Source: an optimization exercise on an open RTL-to-GDS flow (aim: small area). Production flows keep margins and buffers that such runs may drop. RTL that was checked went through simulation tests only; none was proved equivalent to the original. No driver is modelled on the clock port, so clocking that relies on it looks cheaper here than on a real chip. Power and IR drop assume default switching activity.

Design cpu_top, start of the top module:
module cpu_top (
    input  logic        clk,
    input  logic        rst,
    output logic [31:0] pc,
    output logic        inst_req_valid,
    input  logic        inst_req_ready,
    input  logic [31:0] instruction,
    input  logic        inst_valid,
    output logic        inst_ready,
    output logic [31:0] mem_addr,
    output logic [31:0] mem_wdata,
    output logic [3:0]  mem_wstrb,
    output logic        mem_write,
    output logic        mem_read,
    input  logic        mem_req_ready,
    input  logic [31:0] read_data,
    input  logic        read_data_valid,
    output logic        read_data_ready,
    output logic        retire_valid,
    output logic        retire_wen,
    output logic [4:0]  retire_waddr,
    output logic [31:0] retire_wdata,
    output logic [31:0] retire_pc
);
    cpu_pkg::mem_req_t mem_req;
    cpu_pkg::retire_t  retire;
    cpu_core u_core (
        .clk             (clk),
        .rst             (rst),
        .pc              (pc),
        .inst_req_valid  (inst_req_valid),
        .inst_req_ready  (inst_req_ready),
        .instruction     (instruction),
        .inst_valid      (inst_valid),
        .inst_ready      (inst_ready),
        .mem_req         (mem_req),
        .mem_req_ready   (mem_req_ready),
        .read_data       (read_data),
        .read_data_valid (read_data_valid),
        .read_data_ready (read_data_ready),
        .retire          (retire)
    );
    assign mem_addr     = mem_req.addr;
    assign mem_wdata    = mem_req.wdata;
    assign mem_wstrb    = mem_req.wstrb;
    assign mem_write    = mem_req.write;
    assign mem_read     = mem_req.read;
    assign retire_valid = retire.valid;
    assign retire_wen   = retire.wen;
    assign retire_waddr = retire.waddr;
    assign retire_wdata = retire.wdata;
    assign retire_pc    = retire.pc;
endmodule
Size in the first run: ~1900 cells after synthesis, roughly 1100 flip-flops, ~250 I/O pins, roughly 27000 µm² of cells after synthesis.
clock: 8.0 ns
lec_check: 0
cap_margin: 20
core_margin: 2
core_utilization: 65
slew_margin: 20
standard.sh (not shown) runs the stock make flow with config.mk's settings and CLKGATE_MAP_FILE= SYNTH_SCRIPT=/design/flow/synth_recipe.tcl, a recipe that flattens the netlist after the stock synthesis.
==> flow/flow/run.sh <==
#!/bin/bash
# The standard layout (standard.sh) with these changes:
#  - synthesis is synth_recipe.tcl unchanged, except that ABC maps the
#    combinational logic with flow/abc_area.script (area-oriented "map -a",
#    then ABC's usual buffering and sizing); registers are mapped before ABC
#    runs and are not touched by it
#  - port buffers use sky130_fd_sc_hd__buf_1
#  - the clock tree uses clusters of up to 20 sinks on clkbuf_8 and no dummy loads
# Each step writes its own log in this folder (ORFS's own logs are under orfs/logs).
set -euo pipefail
W=$PWD
cat > area_synth.tcl <<EOT
proc abc {args} {
  set i [lsearch \$args -script]
  if {\$i >= 0} { lset args [expr {\$i + 1}] $W/flow/abc_area.script }
  yosys abc {*}\$args
}
source $W/synth_recipe.tcl
EOT
sed "s|SYNTH_SCRIPT=[^ ]*|SYNTH_SCRIPT=$W/area_synth.tcl|" standard.sh > area_standard.sh
export BUFFER_PORTS_ARGS="-buffer_cell sky130_fd_sc_hd__buf_1"
export CTS_ARGS="-sink_clustering_enable -repair_clock_nets -dont_use_dummy_load -buf_list sky130_fd_sc_hd__clkbuf_8 -sink_clustering_size 20 -sink_clustering_max_diameter 60"
bash area_standard.sh > standard.log 2>&1
==> flow/flow/abc_area.script <==
strash
dc2
dch -f
map -a
strash
dc2
dch -f
map -a
strash
dc2
dch -f
map -a
strash
dc2
dch -f
map -a
strash
dc2
dch -f
map -a
topo
stime -c
buffer -c
upsize -c
dnsize -c
Change:
--- a/flow/flow/run.sh
+++ b/flow/flow/run.sh
@@ -4,3 +4,2 @@
-#    combinational logic with flow/abc_area.script (area-oriented "map -a",
-#    then ABC's usual buffering and sizing); registers are mapped before ABC
-#    runs and are not touched by it
+#    combinational logic with an area-oriented script (flow/abc_area.script);
+#    registers are mapped before ABC runs and are not touched by it
@@ -9 +8,2 @@
-# Each step writes its own log in this folder (ORFS's own logs are under orfs/logs).
+#    clock pins would see too large a slew, and legalizes the placement
+# Each step writes its own log in this folder (and ORFS's logs under orfs/logs).
@@ -23 +23,3 @@
-bash area_standard.sh > standard.log 2>&1
+bash area_standard.sh cts > standard_cts.log 2>&1
+R=orfs/results/sky130hd/cpu_top/base
+bash area_standard.sh > standard_finish.log 2>&1
==> flow/flow/abc_area.script (replaced) <==
strash
dch -f
map -a
topo
stime -c
buffer -c
upsize -c
dnsize -c
What happened: Via count climbs by 3.8%; worst setup slack got worse by 0.12 ns; total power increases by 1.1%; area after synthesis went up by 0.79%; routed wire length rises by 5.8%; utilization drops by 0.50 points; sequential power is about the same; final area rises by 1.1%; global-route usage increases by 0.89 points; maximum frequency came out lower by 1.6%; final cell count went up by 2.3%.


Setup of gamma:
cpu_top again, from the RTL that the note above started with.
clock: 8.0 ns
lec_check: 0
cap_margin: 20
core_margin: 2
core_utilization: 65
slew_margin: 20
==> flow/flow/run.sh <==
#!/bin/bash
# The standard layout (standard.sh, standard synthesis unchanged) with:
#  - port buffers of sky130_fd_sc_hd__buf_1
#  - a clock tree of clkbuf_8 clusters (up to 24 sinks, 70 um) without dummy loads
#  - after CTS, flow/fix_clk.tcl upsizes any clock buffer whose flip-flop clock
#    pins would see too large a slew, and legalizes the placement again
# Each step writes its own log in this folder (ORFS's own logs are under orfs/logs).
set -euo pipefail
export BUFFER_PORTS_ARGS="-buffer_cell sky130_fd_sc_hd__buf_1"
export CTS_ARGS="-sink_clustering_enable -repair_clock_nets -dont_use_dummy_load -buf_list sky130_fd_sc_hd__clkbuf_8 -sink_clustering_size 24 -sink_clustering_max_diameter 70"
bash standard.sh cts > standard_cts.log 2>&1
R=orfs/results/sky130hd/cpu_top/base
FIX_IN=$R/4_cts.odb FIX_SDC=$R/4_cts.sdc FIX_OUT=$R/4_cts.odb FIX_TARGET=0.110 \
  openroad -no_init -exit flow/fix_clk.tcl > fix_clk.log 2>&1
bash standard.sh > standard_finish.log 2>&1
Other scripts of this flow, unchanged in this note and not shown: flow/flow/fix_clk.tcl
gamma | stages: all done | timing, DRC, antenna: all pass
--- input diff gamma..epsilon ---
--- a/flow/flow/run.sh
+++ b/flow/flow/run.sh
@@ -4 +4 @@
-#  - a clock tree of clkbuf_8 clusters (up to 24 sinks, 70 um) without dummy loads
+#  - a clock tree of clkbuf_8 clusters (up to 20 sinks, 60 um) without dummy loads
@@ -10 +10 @@
-export CTS_ARGS="-sink_clustering_enable -repair_clock_nets -dont_use_dummy_load -buf_list sky130_fd_sc_hd__clkbuf_8 -sink_clustering_size 24 -sink_clustering_max_diameter 70"
+export CTS_ARGS="-sink_clustering_enable -repair_clock_nets -dont_use_dummy_load -buf_list sky130_fd_sc_hd__clkbuf_8 -sink_clustering_size 20 -sink_clustering_max_diameter 60"
==> run summary <==
Diff gamma -> epsilon: clock share of power went up by 0.9 points, via total after detailed routing +1.9%, portion of the layout cell area used by non-clock buffers held steady. Looking at antenna cell count, epsilon sits 2 above gamma. Compared with gamma, epsilon shows wire length reported by the detailed router that has gone up by a little under 10%. Looking at fraction of met3 tracks used by global routing, epsilon sits 0.46 points above gamma. Xor/xnor cell area share of the yosys netlist across gamma and epsilon: no real change. The higher overall global routing resource usage of gamma and epsilon is in epsilon.


Another version of the RTL of cpu_top (not shown whole).
For scale: ~1,100 flip-flops, ~250 I/O pins, ~28,000 sq um of cells after synthesis.
export LEC_CHECK = 0
export ABC_AREA = 1
export CAP_MARGIN = 20
export CORE_MARGIN = 2
export CORE_UTILIZATION = 40
export SLEW_MARGIN = 20
create_clock -name core_clock -period 8.0 [get_ports {clk}]
==> flow/flow/run.sh <==
#!/bin/bash
# Standard layout with buf_1 port buffers and a clock tree without dummy loads.
export BUFFER_PORTS_ARGS="-buffer_cell sky130_fd_sc_hd__buf_1"
export CTS_ARGS="-sink_clustering_enable -repair_clock_nets -dont_use_dummy_load -buf_list sky130_fd_sc_hd__clkbuf_8 -sink_clustering_size 20 -sink_clustering_max_diameter 60"
bash standard.sh > standard.log 2>&1
The first run produced a clean layout.
Change:
--- a/flow/config.mk
+++ b/flow/config.mk
@@ -10,3 +10,3 @@
 export CORE_MARGIN = 2
-export CORE_UTILIZATION = 40
+export CORE_UTILIZATION = 65
 export SLEW_MARGIN = 20
Outcome: Sequential power stays flat; hold slack gets better by 11 ps; power came out lower by 1.1%.
No functional check of the RTL was part of any run of this note.


Another version of the RTL of cpu_top (not shown whole).
Size in the first run: ~1800 cells after synthesis, ~1100 flip-flops.
clock: 8.0 ns
lec_check: 0
cap_margin: 20
core_margin: 2
core_utilization: 65
slew_margin: 20
==> flow/flow/run.sh <==
#!/bin/bash
# The standard layout (standard.sh), with two changes:
#  - port buffers use sky130_fd_sc_hd__buf_1 instead of the default choice
#  - the clock tree uses clkbuf_4 cells in small clusters and no dummy loads
# Every tool's output goes to the logs under orfs/logs; make's own output to standard.log.
export BUFFER_PORTS_ARGS="-buffer_cell sky130_fd_sc_hd__buf_1"
export CTS_ARGS="-sink_clustering_enable -repair_clock_nets -dont_use_dummy_load -buf_list sky130_fd_sc_hd__clkbuf_4 -sink_clustering_size 12 -sink_clustering_max_diameter 40"
bash standard.sh > standard.log 2>&1
Rerun with:
--- a/flow/config.mk
+++ b/flow/config.mk
@@ -7,2 +7,3 @@
 export LEC_CHECK = 0
+export ABC_AREA = 1
 export CAP_MARGIN = 20
Result: The changed run completed with no timing, DRC or antenna violations; first-iteration DRC count increases by 21%; setup slack improves by 0.22 ns; maximum frequency increases by 3.0%; power decreases by 4.3%; count of clock-buffer cells in the layout decreases by 1; design area is about the same; clock skew increases by 0.018 ns; worst hold slack degrades by 0.036 ns; routed wire length decreases by 0.68%; core utilization decreases by 1.2 points; sequential share of layout area increases by 0.13 points.
Rerun with:
--- a/flow/flow/run.sh
+++ b/flow/flow/run.sh
@@ -6,3 +6,3 @@
 export BUFFER_PORTS_ARGS="-buffer_cell sky130_fd_sc_hd__buf_1"
-export CTS_ARGS="-sink_clustering_enable -repair_clock_nets -dont_use_dummy_load -buf_list sky130_fd_sc_hd__clkbuf_4 -sink_clustering_size 12 -sink_clustering_max_diameter 40"
+export CTS_ARGS="-sink_clustering_enable -repair_clock_nets -dont_use_dummy_load -buf_list {sky130_fd_sc_hd__clkbuf_4 sky130_fd_sc_hd__clkbuf_8} -sink_clustering_size 16 -sink_clustering_max_diameter 50"
 bash standard.sh > standard.log 2>&1
Result:
- power rises by 4.4%
- worst setup slack hardly moves
- clock-buffer cell count falls by 25
- global-route usage rises by 0.46 points
- cell count falls by 0.88%
- sequential share of layout area falls by 0.89 points


== v28 ==
cpu_top with an RTL version that a note above also has.
Size: about 1100 flip-flops, about 250 I/O pins, about 0.027 mm^2 of cells after synthesis.
Design cpu_top, start of the top module:
module cpu_top (
    input  logic        clk,
    input  logic        rst,
    output logic [31:0] pc,
    output logic        inst_req_valid,
    input  logic        inst_req_ready,
    input  logic [31:0] instruction,
    input  logic        inst_valid,
    output logic        inst_ready,
    output logic [31:0] mem_addr,
    output logic [31:0] mem_wdata,
    output logic [3:0]  mem_wstrb,
    output logic        mem_write,
    output logic        mem_read,
    input  logic        mem_req_ready,
    input  logic [31:0] read_data,
    input  logic        read_data_valid,
    output logic        read_data_ready,
    output logic        retire_valid,
    output logic        retire_wen,
    output logic [4:0]  retire_waddr,
    output logic [31:0] retire_wdata,
    output logic [31:0] retire_pc
);
    cpu_pkg::mem_req_t mem_req;
    cpu_pkg::retire_t  retire;
    cpu_core u_core (
        .clk             (clk),
        .rst             (rst),
        .pc              (pc),
        .inst_req_valid  (inst_req_valid),
        .inst_req_ready  (inst_req_ready),
        .instruction     (instruction),
        .inst_valid      (inst_valid),
        .inst_ready      (inst_ready),
        .mem_req         (mem_req),
        .mem_req_ready   (mem_req_ready),
        .read_data       (read_data),
        .read_data_valid (read_data_valid),
        .read_data_ready (read_data_ready),
        .retire          (retire)
    );
    assign mem_addr     = mem_req.addr;
    assign mem_wdata    = mem_req.wdata;
    assign mem_wstrb    = mem_req.wstrb;
    assign mem_write    = mem_req.write;
    assign mem_read     = mem_req.read;
    assign retire_valid = retire.valid;
    assign retire_wen   = retire.wen;
    assign retire_waddr = retire.waddr;
    assign retire_wdata = retire.wdata;
    assign retire_pc    = retire.pc;
endmodule
Settings: LEC_CHECK=0, CAP_MARGIN=20, CORE_MARGIN=2, CORE_UTILIZATION=65, SLEW_MARGIN=20; clock period 8.0 ns.
==> flow/flow/run.sh <==
#!/bin/bash
# The standard layout (standard.sh) with these changes:
#  - synthesis is synth_recipe.tcl unchanged, except that ABC maps the
#    combinational logic with flow/abc_area.script (two rounds of area-oriented "map -a",
#    then ABC's usual buffering and sizing); registers are mapped before ABC
#    runs and are not touched by it
#  - port buffers use sky130_fd_sc_hd__buf_1
#  - the clock tree uses clusters of up to 20 sinks on clkbuf_8 and no dummy loads
# Each step writes its own log in this folder (ORFS's own logs are under orfs/logs).
set -euo pipefail
W=$PWD
cat > area_synth.tcl <<EOT
proc abc {args} {
  set i [lsearch \$args -script]
  if {\$i >= 0} { lset args [expr {\$i + 1}] $W/flow/abc_area.script }
  yosys abc {*}\$args
}
source $W/synth_recipe.tcl
EOT
sed "s|SYNTH_SCRIPT=[^ ]*|SYNTH_SCRIPT=$W/area_synth.tcl|" standard.sh > area_standard.sh
export BUFFER_PORTS_ARGS="-buffer_cell sky130_fd_sc_hd__buf_1"
export CTS_ARGS="-sink_clustering_enable -repair_clock_nets -dont_use_dummy_load -buf_list sky130_fd_sc_hd__clkbuf_8 -sink_clustering_size 20 -sink_clustering_max_diameter 60"
bash area_standard.sh > standard.log 2>&1
==> flow/flow/abc_area.script <==
strash
dc2
dch -f
map -a
strash
dch -f
map -a
topo
stime -c
buffer -c
upsize -c
dnsize -c
For v10, these inputs were changed with respect to v28:
diff --git a/flow/flow/run.sh b/flow/flow/run.sh
--- a/flow/flow/run.sh
+++ b/flow/flow/run.sh
@@ -4 +4 @@
-#    combinational logic with flow/abc_area.script (two rounds of area-oriented "map -a",
+#    combinational logic with flow/abc_area.script (area-oriented "map -a",
Diff v28..v10 | initial antenna violation count | unchanged
Portion of total power attributed to the clock network delta (v10 -> v28): insignificant
Diff v28..v10 | die area | unchanged
#### Input delta (v57 over v10)
diff --git a/flow/flow/run.sh b/flow/flow/run.sh
--- a/flow/flow/run.sh
+++ b/flow/flow/run.sh
@@ -4,3 +4,2 @@
-#    combinational logic with flow/abc_area.script (area-oriented "map -a",
-#    then ABC's usual buffering and sizing); registers are mapped before ABC
-#    runs and are not touched by it
+#    combinational logic with an area-oriented script (flow/abc_area.script);
+#    registers are mapped before ABC runs and are not touched by it
@@ -9 +8,2 @@
-# Each step writes its own log in this folder (ORFS's own logs are under orfs/logs).
+#    clock pins would see too large a slew, and legalizes the placement
+# Each step writes its own log in this folder (and ORFS's logs under orfs/logs).
@@ -23 +23,3 @@
-bash area_standard.sh > standard.log 2>&1
+bash area_standard.sh cts > standard_cts.log 2>&1
+R=orfs/results/sky130hd/cpu_top/base
+bash area_standard.sh > standard_finish.log 2>&1
==> flow/flow/abc_area.script <==
strash
dch -f
amap
topo
stime -c
buffer -c
upsize -c
dnsize -c
==> comparison <==
Compared to v10, v57 has worst max-slew margin expressed relative to the limit 6.4 points lower. v57 vs. v10: post-synthesis to final-layout area growth higher; sequential portion of the cell area went down 0.78 points; xor and xnor area share after synthesis level. v57 has maximum fanout encountered on the critical timing path below what v10 had. Sequential share of the synthesized area delta for v57 relative to v10: 0.34 points higher. Of the two candidates, v10 has the better overall routed net length and v57 the worse one. On clock latency on the worst-skew pair: v57 sits below v10. Final instance area for v57 is higher than for v10. The initial detailed-routing violation count in v10 is 0.844 times that in v57.
[inputs] v24 vs v57
diff --git a/flow/flow/run.sh b/flow/flow/run.sh
--- a/flow/flow/run.sh
+++ b/flow/flow/run.sh
@@ -4,2 +4,3 @@
-#    combinational logic with an area-oriented script (flow/abc_area.script);
-#    registers are mapped before ABC runs and are not touched by it
+#    combinational logic with flow/abc_area.script (five rounds of area-oriented "map -a",
+#    then ABC's usual buffering and sizing); registers are mapped before ABC
+#    runs and are not touched by it
@@ -8,2 +9 @@
-#    clock pins would see too large a slew, and legalizes the placement
-# Each step writes its own log in this folder (and ORFS's logs under orfs/logs).
+# Each step writes its own log in this folder (ORFS's own logs are under orfs/logs).
@@ -23,3 +23 @@
-bash area_standard.sh cts > standard_cts.log 2>&1
-R=orfs/results/sky130hd/cpu_top/base
-bash area_standard.sh > standard_finish.log 2>&1
+bash area_standard.sh > standard.log 2>&1
==> flow/flow/abc_area.script <==
strash
dc2
dch -f
map -a
strash
dc2
dch -f
map -a
strash
dc2
dch -f
map -a
strash
dc2
dch -f
map -a
strash
dc2
dch -f
map -a
topo
stime -c
buffer -c
upsize -c
dnsize -c
--- outcome ---
Re total power after layout: v24 is 1.3% down on v57.
Taking v57 as the reference point, the number of CTS-inserted buffers of v24 falls by about 3%.
v24 and v57 ended up with nearly the same multiplexer fraction of the synthesized cell area.

## separate check: timing with driven ports
The flow's constraints put no driver on any port. The routed layouts listed below were extracted and timed again, unchanged, in two steps. Step 1 assumes that a clkbuf_16 drives the clock port and a buf_2 every other input. Step 2 moves the port delays by t, midway between the first and last clock arrival at a register: inputs arrive t later, outputs are due t later. That takes back most of the time a late clock gives input paths. Three values: no drivers, after step 1, after step 2; two values: the first two.
run	t, ns	setup WS [ns]	slew at the worst register clock pin (ns)
the first run of note 1	0.668	0.477 / 0.450 / 0.450	0.12 / 0.12
the second run of note 1	0.660	0.353 / 0.329 / 0.329	0.11 / 0.11
gamma	0.757	0.236 / 0.212 / 0.212	0.09 / 0.09
epsilon	0.706	0.243 / 0.220 / 0.220	0.11 / 0.11
the first run of note 3	0.683	0.566 / 0.543 / 0.543	0.11 / 0.11
the second run of note 3	0.667	0.625 / 0.556 / 0.556	0.12 / 0.12
the first run of note 4	0.879	0.340 / 0.302 / 0.302	0.12 / 0.12
the second run of note 4	0.854	0.562 / 0.513 / 0.547	0.12 / 0.12
the third run of note 4	0.676	0.561 / 0.530 / 0.530	0.11 / 0.11
v28	0.667	0.313 / 0.286 / 0.286	0.11 / 0.11
v10	0.667	0.313 / 0.286 / 0.286	0.11 / 0.11
v57	0.671	0.157 / 0.124 / 0.124	0.11 / 0.11
v24	0.668	0.477 / 0.450 / 0.450	0.12 / 0.12
After both steps every run listed still meets setup and hold. For the second run of note 3, which loses most, drivers alone change the setup slack by -0.069 ns; drivers and shift together by -0.069 ns.
